This design comes from an exercise in tuning for small area, a short achievable clock period and few clock cycles per item on the open sky130 flow, not from production work.
Where RTL was checked, it was by simulation tests only, not by an equivalence proof against the original.
Function not checked in run 2: the RTL went through the layout flow alone.
Power and IR drop assume default switching activity.

### config.mk
export PLATFORM = sky130hd
export DESIGN_NAME = int64_power_overflow_checked
export DESIGN_NICKNAME = int64_power_overflow_checked
export VERILOG_FILES = /design/flow/design.v
export SDC_FILE = /design/flow/constraint.sdc
export NUM_CORES = 4
export LEC_CHECK = 0
export CAP_MARGIN = 20
export CORE_MARGIN = 2
export CORE_UTILIZATION = 40
export SETUP_SLACK_MARGIN = 3
export SLEW_MARGIN = 20
### constraint.sdc
create_clock -name core_clock -period 10.0 [get_ports {clock}]
set_input_delay 2.0000 -clock core_clock [delete_from_list [all_inputs] [get_ports {clock}]]
set_output_delay 2.0000 -clock core_clock [all_outputs]
set_load 0.01 [all_outputs]
### run.sh
#!/bin/bash
# synth_recipe.tcl (not shown) runs the flow's synth.tcl, then flattens the netlist and writes it again
# the make line also repeats each setting of config.mk as NAME=value (left out here)
make -C /OpenROAD-flow-scripts/flow DESIGN_CONFIG=/design/flow/config.mk WORK_HOME=/design/flow/orfs CLKGATE_MAP_FILE= SYNTH_SCRIPT=/design/flow/synth_recipe.tcl finish
### design.v
`default_nettype none
package iopc_pkg;
   localparam int FIELD_W = 64;
   localparam int K = 8;
   localparam logic [1:0] KIND_TRIV = 2'd0;   
   localparam logic [1:0] KIND_OVF  = 2'd1;   
   localparam logic [1:0] KIND_COMP = 2'd2;   
endpackage
`default_nettype wire
`default_nettype none
module iopc_mul #(
   parameter int K = 8
) (
   input  logic [64:0]  acc,
   input  logic [31:0]  a,
   input  logic [K-1:0] chunk,
   output logic [64:0]  sum
);
   assign sum = {acc[64-K:0], {K{1'b0}}} + 65'(a) * 65'(chunk);
endmodule
`default_nettype wire
`default_nettype none
module iopc_ctrl (
   input  logic [63:0] b,
   input  logic [63:0] e,
   output logic [1:0]  kind,
   output logic [63:0] r_init,    
   output logic        neg,       
   output logic [5:0]  e_rem,     
   output logic [3:0]  idx        
);
   logic        bneg, eneg, ezero, ebig, e_one, mag_le1, mag_ge32, pc_ovf;
   logic [63:0] mag, magp;
   logic [5:0]  e6;
   logic [3:1]  ge_chunk;
   assign bneg  = b[63];
   assign mag   = bneg ? (64'd0 - b) : b;
   assign magp  = b ^ {64{bneg}};           
   assign eneg  = e[63];
   assign ezero = (e == 64'd0);
   assign ebig  = |e[62:6];
   assign e6    = e[5:0];
   assign e_one = !ebig && (e6 == 6'd1);
   assign mag_le1  = (b[63:1] == 63'd0) || (&b);
   assign mag_ge32 = bneg ? (!(&b[63:32]) || (b[31:0] == 32'd0)) : (|b[63:32]);
   always_comb begin
      pc_ovf = 1'b0;
      for (int p = 2; p < 32; p++) begin
         if ((|(magp >> p)) && (e6 >= 6'((64 + p - 1) / p))) pc_ovf = 1'b1;
      end
   end
   always_comb begin
      for (int j = 1; j < 4; j++) begin
         ge_chunk[j] = bneg ? (((b >> (8 * j)) != ({64{1'b1}} >> (8 * j))) || ((b << (64 - 8 * j)) == 64'd0))
                            : (|(b >> (8 * j)));
      end
   end
   assign idx = ge_chunk[3] ? 4'b1000 : ge_chunk[2] ? 4'b0100 : ge_chunk[1] ? 4'b0010 : 4'b0001;
   always_comb begin
      if (eneg || ezero || mag_le1 || e_one) kind = iopc_pkg::KIND_TRIV;
      else if (ebig || mag_ge32 || pc_ovf)   kind = iopc_pkg::KIND_OVF;
      else                                   kind = iopc_pkg::KIND_COMP;
   end
   assign r_init = eneg ? 64'd0 : ezero ? 64'd1 : mag;
   assign neg    = bneg && e[0];
   always_comb begin
      e_rem = 6'b100000;
      for (int i = 1; i < 6; i++) begin
         if (e6[i] && (e6 >> (i + 1)) == 6'd0) e_rem = 6'((e6 << (6 - i)) | (6'd1 << (5 - i)));
      end
   end
endmodule
`default_nettype wire
`default_nettype none
module int64_power_overflow_checked (
   input  logic        clock,
   input  logic        reset,
   input  logic        req_valid,
   output logic        req_stall,
   input  logic [63:0] req_base,
   input  logic [63:0] req_exponent,
   output logic        rsp_valid,
   input  logic        rsp_stall,
   output logic [63:0] rsp_power,
   output logic        rsp_overflow
);
   localparam int K = iopc_pkg::K;
   logic [1:0]  in_kind;
   logic [63:0] in_r;
   logic        in_neg;
   logic [5:0]  in_erem;
   logic [3:0]  in_idx;
   iopc_ctrl u_cls (
      .b      (req_base),
      .e      (req_exponent),
      .kind   (in_kind),
      .r_init (in_r),
      .neg    (in_neg),
      .e_rem  (in_erem),
      .idx    (in_idx)
   );
   logic        i_valid;
   logic [1:0]  i_kind;
   logic [63:0] i_r;
   logic        i_neg;
   logic [5:0]  i_erem;
   logic [3:0]  i_idx;
   logic        c_busy;
   logic [1:0]  c_kind;
   logic [63:0] r_ff;
   logic [31:0] m_ff;
   logic [64:0] acc_ff;
   logic [5:0]  erem_ff;
   logic [7:0]  idx_ff;      
   logic        mul_ff;      
   logic        neg_ff;
   logic        ovf_pend;    
   logic        last_ff;     
   logic        o_valid;
   logic [63:0] o_mag;
   logic        o_neg, o_ovf;
   logic        o_free, accept, c_fin, c_take, direct;
   logic [31:0] mul_a;
   logic [K-1:0] chunk;
   logic [64:0] prod;
   logic        last_chunk, last_op, ovf_pre, prod_big, fin_ovf;
   logic [63:0] fin_val;
   logic [62:0] r_sfx;       
   logic [7:0]  prod_top;
   logic        last_nx;
   assign o_free = !o_valid || !rsp_stall;
   assign accept = req_valid && !i_valid;
   assign mul_a = mul_ff ? m_ff : r_ff[31:0];
   always_comb begin
      chunk = '0;
      for (int j = 0; j < 8; j++) chunk |= r_ff[K * j +: K] & {K{idx_ff[j]}};
   end
   iopc_mul #(.K(K)) u_mul (
      .acc   (acc_ff),
      .a     (mul_a),
      .chunk (chunk),
      .sum   (prod)
   );
   always_comb begin
      r_sfx[62] = r_ff[63];
      for (int t = 61; t >= 0; t--) r_sfx[t] = r_sfx[t + 1] | r_ff[t + 1];
   end
   always_comb begin
      ovf_pre = 1'b0;
      if (mul_ff) begin
         for (int j = 1; j < 32; j++) begin
            if (m_ff[j] && r_sfx[63 - j]) ovf_pre = 1'b1;
         end
      end else begin
         ovf_pre = |r_ff[63:32];
      end
   end
   assign last_chunk = idx_ff[0];
   assign last_op    = last_ff;
   assign last_nx    = (!mul_ff && erem_ff[5]) ? (erem_ff[4:0] == 5'b10000)
                                               : (erem_ff[3:0] == 4'b1000) && !erem_ff[4];
   assign prod_big   = prod[64] || (prod[63] && (!(last_op && neg_ff) || (|prod[62:0])));
   always_comb begin
      prod_top = 8'd1;
      for (int j = 1; j < 8; j++) begin
         if (|prod[K * j +: K]) prod_top = 8'd1 << j;
      end
   end
   assign c_fin = c_busy && ((c_kind != iopc_pkg::KIND_COMP) || ovf_pend || ovf_pre ||
                             (last_chunk && last_op));
   assign fin_ovf = (c_kind == iopc_pkg::KIND_OVF) ||
                    ((c_kind == iopc_pkg::KIND_COMP) && (ovf_pend || ovf_pre || prod_big));
   assign fin_val = (c_kind == iopc_pkg::KIND_TRIV) ? r_ff : prod[63:0];
   assign c_take = !c_busy || (c_fin && o_free);
   assign direct = accept && c_take;
   always_ff @(posedge clock) begin
      if (reset) begin
         i_valid <= 1'b0;
      end else if (accept && !c_take) begin
         i_valid <= 1'b1;
      end else if (c_take) begin
         i_valid <= 1'b0;
      end
      if (accept && !c_take) begin
         i_kind <= in_kind;
         i_r    <= in_r;
         i_neg  <= in_neg;
         i_erem <= in_erem;
         i_idx  <= in_idx;
      end
      if (reset) begin
         c_busy <= 1'b0;
      end else if (c_take) begin
         c_busy <= i_valid || accept;
      end
      if (c_take) begin
         c_kind   <= i_valid ? i_kind : in_kind;
         r_ff     <= i_valid ? i_r : in_r;
         m_ff     <= i_valid ? i_r[31:0] : in_r[31:0];
         neg_ff   <= i_valid ? i_neg : in_neg;
         erem_ff  <= i_valid ? i_erem : in_erem;
         idx_ff   <= {4'd0, i_valid ? i_idx : in_idx};
         last_ff  <= ((i_valid ? i_erem : in_erem) == 6'b010000);
         acc_ff   <= '0;
         mul_ff   <= 1'b0;
         ovf_pend <= 1'b0;
      end else if (!c_fin) begin
         if (!last_chunk) begin
            acc_ff <= prod;
            idx_ff <= idx_ff >> 1;
         end else begin
            acc_ff <= '0;
            r_ff   <= prod[63:0];
            idx_ff <= prod_top;
            if (prod_big) ovf_pend <= 1'b1;
            last_ff <= last_nx;
            if (!mul_ff && erem_ff[5]) begin
               mul_ff <= 1'b1;
            end else begin
               mul_ff  <= 1'b0;
               erem_ff <= erem_ff << 1;
            end
         end
      end
      if (reset) begin
         o_valid <= 1'b0;
      end else if (c_fin && o_free) begin
         o_valid <= 1'b1;
      end else if (!rsp_stall) begin
         o_valid <= 1'b0;
      end
      if (c_fin && o_free) begin
         o_mag <= fin_val;
         o_neg <= neg_ff;
         o_ovf <= fin_ovf;
      end
   end
   assign req_stall    = i_valid;
   assign rsp_valid    = o_valid;
   assign rsp_power    = o_ovf ? 64'd0 : o_neg ? (64'd0 - o_mag) : o_mag;
   assign rsp_overflow = o_ovf;
endmodule
`default_nettype wire
==> impl_metrics.json, run 1 <==
{
  "cp_cell_sequence": "a22oi_1 > nand4_1 > buf_6 > nand2_1 > fa_1 > inv_1 > fa_1 > fa_1 > inv_1 > fa_1 > inv_1 > ha_4 > a21oi_2 > o211ai_1 > buf_4 > buf_4 > a21o_4 > a21o_4 > a21oi_4 > buf_4 > xor2_1 > nand4b_1 > or4_1 > o221a_4",
  "dieWidth_um": 269.1,
  "synth.distinct_cells": 92,
  "critical_path_class": "flip-flop to flip-flop",
  "report.power.total_uw": 5580,
  "drt_iter0_markers": 2540,
  "worst-endpoint-required_ns": 10.35,
  "timing.slew.headroom": 0.1271,
  "arrival_ns": 7.56,
  "grt_pass1_wl_um": 157800,
  "seq_area_frac_synth": 0.3173,
  "min_period_over_period": 0.7205,
  "outcome": "timing/DRC/antenna clean",
  "syn-mean-instance-area_um2": 8.728,
  "measured_slew_at_the_worst_slew_check_pin_ns": 1.296,
  "synth_ff_type": "edfxtp_1",
  "power-per-cell-area_mw_per_mm2": 160.2,
  "netlist.top_cell.by_area": "edfxtp_1",
  "io_buffer_count": 198,
  "gr-usage-all-layers": 0.2931,
  "via_count": 25640,
  "drt_pre_antenna_iters": 8,
  "postSynthCellCount": 3220,
  "initial_utilization": 0.4027,
  "floorplan.die_area_mm2": 0.07240,
  "antenna_found_initial": 6,
  "hold_path_depth": 2,
  "post_synth_and_or_nand_nor_area_fraction": 0.2041,
  "gp_congestion": 1.008,
  "multiplexer_fraction_of_the_synthesized_cell_area": 0.01923,
  "crit_top_cell": "fa_1",
  "die_y_um": 269.1,
  "worstSetupStartpointType": "flip-flop",
  "fin_worst_skew_ns": 0.03679,
  "max_cap_viol_count": 0,
  "synth.top_cells.by_area": "edfxtp_1, fa_1, nor2_1",
  "cts_max_level": 2,
  "post_synth_fa_ha_maj_area_fraction": 0.1828,
  "whs_endpoint": "acc_ff[33]$_SDFFE_PN0N_",
  "layout.nets": 3854,
  "rr_worst_depth": 24,
  "hold_path_startpoint": "acc_ff[33]$_SDFFE_PN0N_",
  "maxSlewViolCount": 0,
  "postSynthRegisterBits": 319,
  "tns_ns": 0,
  "max_freq_mhz": 138.8,
  "mappedNetlistArea_mm2": 0.02810,
  "yosys.cell_count.top_type": "nor2_1",
  "postSynthNetCount": 3636,
  "tritoncts_num_sinks": 319,
  "num_rows": 97,
  "synth_edf_count": 253,
  "crit_path_max_fanout": 23,
  "finalSetupViolations": 0,
  "power.leakage_uw": 0.01347,
  "synth_warnings": 2,
  "endpoint_kind": "flip-flop",
  "first_global_vias": 24570,
  "cts-root-to-sink-buffers": 3,
  "core_area_mm2": 0.06979,
  "vdd.ir_drop.worst_mv": 0.1247,
  "r2r-end": "o_ovf$_DFFE_PP_",
  "final.min_clock_period_ns": 7.205,
  "post-synth-top-area-fraction": 0.2703,
  "worst-r2r-setup-slack_ns": 2.79,
  "cts_tree": "built",
  "final-hold-violation-count": 0,
  "syn_to_final_growth_pct": 23.92,
  "ant_nets": 0,
  "insertion_delay_of_the_later_clocked_pin_in_the_worst_skew_pair_ns": 0.59,
  "via_cell_ratio": 5.819,
  "clk_transition_reported_paths_ns": 0.06,
  "synth_top_family_by_area": "simple AND/OR/NAND/NOR gates",
  "timing.critical_path.max_delay_family": "adder cells",
  "wl_per_cell_um": 24.15,
  "fin_worst_hold_slack_ns": 0.4667,
  "ios": 199,
  "synth.top_cells.by_count": "nor2_1, nand2_1, inv_1, edfxtp_1, fa_1",
  "cts_buffer_count": 37,
  "reg2reg_from": "r_ff[33]$_DFFE_PP_",
  "cts_root_buf": "clkbuf_16",
  "worst_path_largest_cell_delay_ns": 0.63,
  "grt-ovfl-total": 0,
  "place_hpwl_um": 77360,
  "slowest_stage": "edfxtp_1",
  "final_layout_size_suffix_gt1_frac": 0.1446,
  "rsz0062_at_grt": "true",
  "detail_route.drc_violations": 0,
  "timing.hold.worst.class": "flip-flop to flip-flop",
  "synthXorXnorAreaFrac": 0.05734,
  "routed_wirelength_um": 106400,
  "critical_path_buf_inv_count": 7,
  "asyncSetResetFlopFracSynth": 0,
  "largest_net_degree_at_the_start_of_global_routing": 103,
  "synth_compound_gate_area_share": 0.1502
}
## worst max path at each step
stage                                 startpoint             endpoint  depth (start not counted)
after floorplan           idx_ff[6]$_SDFFE_PN0N_      o_ovf$_DFFE_PP_                         25
after global placement       idx_ff[0]$_DFFE_PP_      o_ovf$_DFFE_PP_                         22
after detailed placement     idx_ff[0]$_DFFE_PP_      o_ovf$_DFFE_PP_                         22
after CTS                    idx_ff[0]$_DFFE_PP_      o_ovf$_DFFE_PP_                         22
after global routing         idx_ff[0]$_DFFE_PP_  idx_ff[2]$_DFFE_PP_                         25
final                         r_ff[33]$_DFFE_PP_      o_ovf$_DFFE_PP_                         24
## power by group
group          switching, uW  total, uW  internal, uW
Clock                    604       1350           743
Sequential               108       1650          1540
Combinational           1580       2590          1000
## layout by cell type (no fill, tap or decap), types with 30 or more instances in the layout
cell / Yosys / routed
nand3_1: 55 / 52
xor2_1: 136 / 129
nor3_1: 71 / 69
nand4_1: 48 / 48
dfxtp_1: 66 / 60
edfxtp_1: 253 / 253
o31ai_1: 85 / 79
nor4_1: 43 / 42
clkdlybuf4s50_1: 0 / 197
fa_1: 211 / 201
a21oi_1: 156 / 139
nor2_1: 477 / 473
xnor2_1: 48 / 40
or3_1: 34 / 32
o22ai_1: 30 / 30
o21ai_0: 141 / 130
clkbuf_16: 0 / 37
a211oi_1: 35 / 31
ha_1: 73 / 41
inv_1: 310 / 303
buf_4: 0 / 138
nand2_1: 321 / 317
## state kept, by name, indices dropped and copies added, names as in the netlist
signal,cells
neg_ff,1
r_ff,64
acc_ff,57
c_busy,1
o_mag,64
c_kind,2
mul_ff,1
ovf_pend,1
idx_ff,8
i_kind,2
i_neg,1
i_r,64
last_ff,1
o_ovf,1
i_idx,4
i_erem,6
o_neg,1
o_valid,1
m_ff,32
erem_ff,6
i_valid,1
## metrics by stage
step,cell area [um2],cells,worst slack (ns),util
after floorplan,28150,3220,3.004,-
after global placement,30900,4199,1.524,0.4427
after detailed placement,30900,4199,1.328,0.4427
after CTS,34420,4390,3.000,0.4932
after global routing,34820,4405,2.680,0.4990
final,34830,4407,2.795,0.4991
## worst reg2reg max path, delay by kind of cell, from the launching register on
family          cells  cell delay [ns]
compound gates      7             1.36
xor+xnor            1             0.46
fa+ha+maj           5             2.34
buf+inv             7             0.91
flops               1             0.63
simple gates        4             1.24
## timing repair
item / CTS / global route
hold buffers: 0 / 0
gates cloned: 7 / 0
endpoints found under the hold margin: 0 / 0
gates resized for setup: 248 / 50
setup buffers: 118 / 15
pin swaps: 95 / 38
setup endpoints to repair: 133 / 13
## layer usage
layer / vias to the layer above / wire length [um] / GRT usage
li1: 11620 / - / -
met2: 1254 / 46630 / 0.4484
met4: 10 / 6362 / 0.1462
met1: 12450 / 44140 / 0.3966
met3: 304 / 9248 / 0.05726
met5: - / 61 / 0
## cell type report
cell class / count / area [um2]
diodes: 2 / 5.005
clock buffers: 44 / 952.2
clock inverters: 22 / 217.7
fillers: 6651 / 34960
inverters: 313 / 1175
multi-input cells: 2392 / 18690
flip-flops and latches: 319 / 8931
well taps: 940 / 1176
repair buffers: 375 / 3680
## cell families after synthesis
| logic type | after synthesis |
|---|---|
| flops | 319 |
| compound gates | 638 |
| simple gates | 1229 |
| xor+xnor | 184 |
| mux | 53 |
| buf+inv | 513 |
| fa+ha+maj | 284 |
Testbench counts, summed over its fixed seeds: cycles 14,596, items 8,000.
==> run 2, diff against run 1 <==
--- a/design.v
+++ b/design.v
@@ -28,5 +28,5 @@
    output logic        neg,       
    output logic [5:0]  e_rem,     
-   output logic [3:0]  idx        
+   output logic [1:0]  idx        
 );
    logic        bneg, eneg, ezero, ebig, e_one, mag_le1, mag_ge32, pc_ovf;
@@ -52,9 +52,9 @@
    always_comb begin
       for (int j = 1; j < 4; j++) begin
-         ge_chunk[j] = bneg ? (((b >> (8 * j)) != ({64{1'b1}} >> (8 * j))) || ((b << (64 - 8 * j)) == 64'd0))
+         ge_chunk[j] = bneg ? (!(&(b >> (8 * j))) || ((b << (64 - 8 * j)) == 64'd0))
                             : (|(b >> (8 * j)));
       end
    end
-   assign idx = ge_chunk[3] ? 4'b1000 : ge_chunk[2] ? 4'b0100 : ge_chunk[1] ? 4'b0010 : 4'b0001;
+   assign idx = ge_chunk[3] ? 2'd3 : ge_chunk[2] ? 2'd2 : ge_chunk[1] ? 2'd1 : 2'd0;
    always_comb begin
       if (eneg || ezero || mag_le1 || e_one) kind = iopc_pkg::KIND_TRIV;
@@ -90,5 +90,5 @@
    logic        in_neg;
    logic [5:0]  in_erem;
-   logic [3:0]  in_idx;
+   logic [1:0]  in_idx;
    iopc_ctrl u_cls (
       .b      (req_base),
@@ -105,5 +105,5 @@
    logic        i_neg;
    logic [5:0]  i_erem;
-   logic [3:0]  i_idx;
+   logic [1:0]  i_idx;
    logic        c_busy;
    logic [1:0]  c_kind;
@@ -112,9 +112,8 @@
    logic [64:0] acc_ff;
    logic [5:0]  erem_ff;
-   logic [7:0]  idx_ff;      
+   logic [2:0]  idx_ff;
    logic        mul_ff;      
    logic        neg_ff;
    logic        ovf_pend;    
-   logic        last_ff;     
    logic        o_valid;
    logic [63:0] o_mag;
@@ -127,13 +126,9 @@
    logic [63:0] fin_val;
    logic [62:0] r_sfx;       
-   logic [7:0]  prod_top;
-   logic        last_nx;
+   logic [2:0]  prod_top;
    assign o_free = !o_valid || !rsp_stall;
    assign accept = req_valid && !i_valid;
    assign mul_a = mul_ff ? m_ff : r_ff[31:0];
-   always_comb begin
-      chunk = '0;
-      for (int j = 0; j < 8; j++) chunk |= r_ff[K * j +: K] & {K{idx_ff[j]}};
-   end
+   assign chunk = r_ff[K * idx_ff +: K];
    iopc_mul #(.K(K)) u_mul (
       .acc   (acc_ff),
@@ -156,13 +151,11 @@
       end
    end
-   assign last_chunk = idx_ff[0];
-   assign last_op    = last_ff;
-   assign last_nx    = (!mul_ff && erem_ff[5]) ? (erem_ff[4:0] == 5'b10000)
-                                               : (erem_ff[3:0] == 4'b1000) && !erem_ff[4];
+   assign last_chunk = (idx_ff == 3'd0);
+   assign last_op    = (erem_ff[4:0] == 5'b10000) && (mul_ff || !erem_ff[5]);
    assign prod_big   = prod[64] || (prod[63] && (!(last_op && neg_ff) || (|prod[62:0])));
    always_comb begin
-      prod_top = 8'd1;
+      prod_top = 3'd0;
       for (int j = 1; j < 8; j++) begin
-         if (|prod[K * j +: K]) prod_top = 8'd1 << j;
+         if (|prod[K * j +: K]) prod_top = 3'(j);
       end
    end
@@ -200,6 +193,5 @@
          neg_ff   <= i_valid ? i_neg : in_neg;
          erem_ff  <= i_valid ? i_erem : in_erem;
-         idx_ff   <= {4'd0, i_valid ? i_idx : in_idx};
-         last_ff  <= ((i_valid ? i_erem : in_erem) == 6'b010000);
+         idx_ff   <= {1'b0, i_valid ? i_idx : in_idx};
          acc_ff   <= '0;
          mul_ff   <= 1'b0;
@@ -208,5 +200,5 @@
          if (!last_chunk) begin
             acc_ff <= prod;
-            idx_ff <= idx_ff >> 1;
+            idx_ff <= idx_ff - 3'd1;
          end else begin
             acc_ff <= '0;
@@ -214,5 +206,4 @@
             idx_ff <= prod_top;
             if (prod_big) ovf_pend <= 1'b1;
-            last_ff <= last_nx;
             if (!mul_ff && erem_ff[5]) begin
                mul_ff <= 1'b1;
@@ -231,5 +222,5 @@
       end
       if (c_fin && o_free) begin
-         o_mag <= fin_val;
+         o_mag <= fin_ovf ? 64'd0 : fin_val;
          o_neg <= neg_ff;
          o_ovf <= fin_ovf;
@@ -238,5 +229,5 @@
    assign req_stall    = i_valid;
    assign rsp_valid    = o_valid;
-   assign rsp_power    = o_ovf ? 64'd0 : o_neg ? (64'd0 - o_mag) : o_mag;
+   assign rsp_power    = o_neg ? (64'd0 - o_mag) : o_mag;
    assign rsp_overflow = o_ovf;
 endmodule
--- a/config.mk
+++ b/config.mk
@@ -9,4 +9,3 @@
 export CORE_MARGIN = 2
 export CORE_UTILIZATION = 40
-export SETUP_SLACK_MARGIN = 3
 export SLEW_MARGIN = 20
==> impl_metrics.json, run 2 <==
{
  "outcome": "timing/DRC/antenna clean",
  "cts_max_level": 2,
  "routed_wirelength_um": 102500,
  "grt_pass1_wl_um": 153800,
  "via_cell_ratio": 5.799,
  "core_area_mm2": 0.06895,
  "mostFrequentLayoutCells": "nor2_1, nand2_1, inv_1",
  "vdd.ir_drop.worst_mv": 0.1104,
  "reg2reg_from": "idx_ff[0]$_DFFE_PP_",
  "wl_per_cell_um": 23.73,
  "ios": 199,
  "final-hold-violation-count": 0,
  "synth.top_cells.by_count": "nor2_1, nand2_1, inv_1, edfxtp_1, fa_1",
  "largest_net_degree_at_the_start_of_global_routing": 93,
  "tns_ns": 0,
  "min_period_over_period": 0.9454,
  "die_y_um": 268.4,
  "gp_congestion": 0.9838,
  "layout.nets": 3776,
  "cts-root-to-sink-buffers": 3,
  "post-synth-top-area-fraction": 0.2664,
  "detailroute.wirelength.met2_um": 44780,
  "rsz0062_at_grt": "false",
  "worst_path_largest_cell_delay_ns": 0.74,
  "cp-startpoint": "idx_ff[0]$_DFFE_PP_",
  "initial_utilization": 0.4055,
  "synth_warnings": 2,
  "ant_nets": 0,
  "drt_pre_antenna_iters": 6,
  "cts_buffer_count": 39,
  "syn-mean-instance-area_um2": 8.695,
  "postSynthCellCount": 3215,
  "postSynthNetCount": 3633,
  "dieWidth_um": 268.4,
  "worstSetupStartpointType": "flip-flop",
  "max_freq_mhz": 105.8,
  "clk_transition_reported_paths_ns": 0.06,
  "synth.distinct_cells": 84,
  "fin_worst_skew_ns": 0.03978,
  "synth.top_cells.by_area": "edfxtp_1, fa_1, nor2_1",
  "netlist.top_cell.by_area": "edfxtp_1",
  "top_layer": "met4",
  "multiInputGateArea_mm2": 0.01752,
  "power.leakage_uw": 0.01261,
  "via_count": 25050,
  "yosys.cell_count.top_type": "nor2_1",
  "antenna_found_initial": 0,
  "core_util_final": 0.4722,
  "largestRegisters": "i_r (64), o_mag (64), r_ff (64)",
  "tritoncts_num_sinks": 311,
  "slowest_stage": "edfxtp_1",
  "fin_worst_hold_slack_ns": 0.4649,
  "final_layout_size_suffix_gt1_frac": 0.07143,
  "met3_wl_post_dr_um": 9002,
  "detail_route.drc_violations": 0,
  "detailed_route_wire_length_on_metal_1_um": 44100,
  "maxSlewViolCount": 0,
  "synth_ff_type": "edfxtp_1",
  "gr-usage-all-layers": 0.2845,
  "post_cts_hold_buffer_count": 0,
  "grt-ovfl-total": 0,
  "num-fill-cells": 6773,
  "hold_path_startpoint": "neg_ff$_DFFE_PN_",
  "power-per-cell-area_mw_per_mm2": 154.1,
  "finalSetupViolations": 0,
  "asyncSetResetFlopFracSynth": 0,
  "max_cap_viol_count": 0,
  "ff_latch_area_mm2": 0.008713,
  "timing.hold.worst.class": "flip-flop to flip-flop",
  "seq_area_frac_synth": 0.3115,
  "syn_to_final_growth_pct": 16.47,
  "synth_edf_count": 248,
  "floorplan.die_area_mm2": 0.07202,
  "drt_iter0_markers": 2739,
  "worst-endpoint-required_ns": 10.36,
  "layout.cells.most_common": "nor2_1",
  "place_hpwl_um": 79040,
  "mappedNetlistArea_mm2": 0.02795,
  "cts_tree": "built",
  "postSynthRegisterBits": 311,
  "measured_slew_at_the_worst_slew_check_pin_ns": 1.286,
  "crit_path_max_fanout": 21,
  "io_buffer_count": 198,
  "endpoint_kind": "flip-flop",
  "arrival_ns": 9.81,
  "critical_path_class": "flip-flop to flip-flop",
  "timing.slew.headroom": 0.1320,
  "insertion_delay_of_the_later_clocked_pin_in_the_worst_skew_pair_ns": 0.58,
  "num_rows": 96,
  "final.min_clock_period_ns": 9.454,
  "first_global_vias": 23980,
  "cts_root_buf": "clkbuf_16"
}
## run 2: changes by cell type after synthesis, sizes merged, moves of 27 or more
cell / previous run / this run
nor3: 71 / 118
o31ai: 85 / 120
xnor2: 48 / 103
xor2: 136 / 74
a22oi: 36 / 8
o21ai: 151 / 124
## run 2: power by group
part	internal, uW	switching (uW)	total [uW]	leakage (uW)
Sequential	1470	94.3	1560	0.00305
Clock	919	591	1510	0.000652
Combinational	697	1250	1940	0.00891
Total	3080	1930	5020	0.0126
## run 2: metrics by stage
stage	area [um2]	power, uW	setup slack, ns	instances
6_report	32560	5017	0.5464	4320
5_1_grt	32560	5254	0.07889	4319
4_1_cts	32550	5008	0.5575	4319
3_5_place_dp	31210	3491	0.5861	4248
3_3_place_gp	31210	3489	0.8357	4248
2_1_floorplan	27950	2644	0.8831	3215
## run 2: metal layers
layer  GRT usage  vias to the layer above
met5           0                        -
met4      0.1108                        0
met3     0.04408                      234
met2      0.4345                     1282
met1      0.4053                    12130
li1            -                    11410
## run 2: cells by family after synthesis
| logic type | Yosys count | synth area share |
|---|---|---|
| simple gates | 1262 | 0.2054 |
| buf+inv | 494 | 0.06674 |
| xor+xnor | 177 | 0.05546 |
| compound gates | 606 | 0.1405 |
| fa+ha+maj | 286 | 0.1847 |
| mux | 79 | 0.03581 |
| flops | 311 | 0.3115 |
## run 2: final cells by class
class | instances | area share
diodes | 1 | 0.00007686
clock buffers | 50 | 0.03190
clock inverters | 21 | 0.009262
inverters | 311 | 0.03593
multi-input cells | 2410 | 0.5383
flip-flops and latches | 311 | 0.2676
well taps | 931 | 0.03578
repair buffers | 285 | 0.08117
## run 2: timing repair
action / CTS / global route
endpoints found under the setup margin: 0 / 1
resized for setup: 0 / 1
buffers inserted: 0 / 0
## run 2: path summary, 6_finish.rpt
path | to | slack, ns | cells after the start
setup / recovery | o_mag[52]$_SDFFCE_PP0P_ | 0.55 | 25
hold / removal | o_neg$_DFFE_PP_ | 0.46 | 0
setup reg to reg | o_mag[52]$_SDFFCE_PP0P_ | 0.55 | 25
hold reg to reg | o_neg$_DFFE_PP_ | 0.46 | 0
## run 2: worst max-delay path, delay by kind of cell (launching register included)
family                   cells  cell delay (ns)
AND/OR/NAND/NOR              6             1.56
flip-flops                   1             0.74
adder cells (fa/ha/maj)      5             2.40
buffers and inverters        6             1.18
XOR/XNOR                     1             0.73
multiplexers                 2             1.22
AO/OA/AOI/OAI                5             1.38

## what the ideal ports hide
How much do the figures lean on ideal ports? The routed layouts below were timed once more, with nothing changed but the port constraints.
Step 1, drivers: a clkbuf_16 drives clock and a buf_2 each remaining input, both assumed.
Step 2 moves the port delays by t, midway between the first and last clock arrival at a register: inputs arrive t later, outputs are due t later. That takes back most of the time a late clock gives input paths.
Slacks: ideal ports / drivers / drivers and shift; pairs: ideal ports / drivers.
| run | t, ns | setup WS [ns] | worst register clock-pin slew, ns | worst data-port slew with drivers (ns) |
|---|---|---|---|---|
| run 1 | 0.635 | 2.795 / 2.795 / 2.795 | 0.07 / 0.07 | 0.06 |
| run 2 | 0.625 | 0.546 / 0.546 / 0.546 | 0.07 / 0.07 | 0.07 |
After both steps every run listed still meets setup and hold.
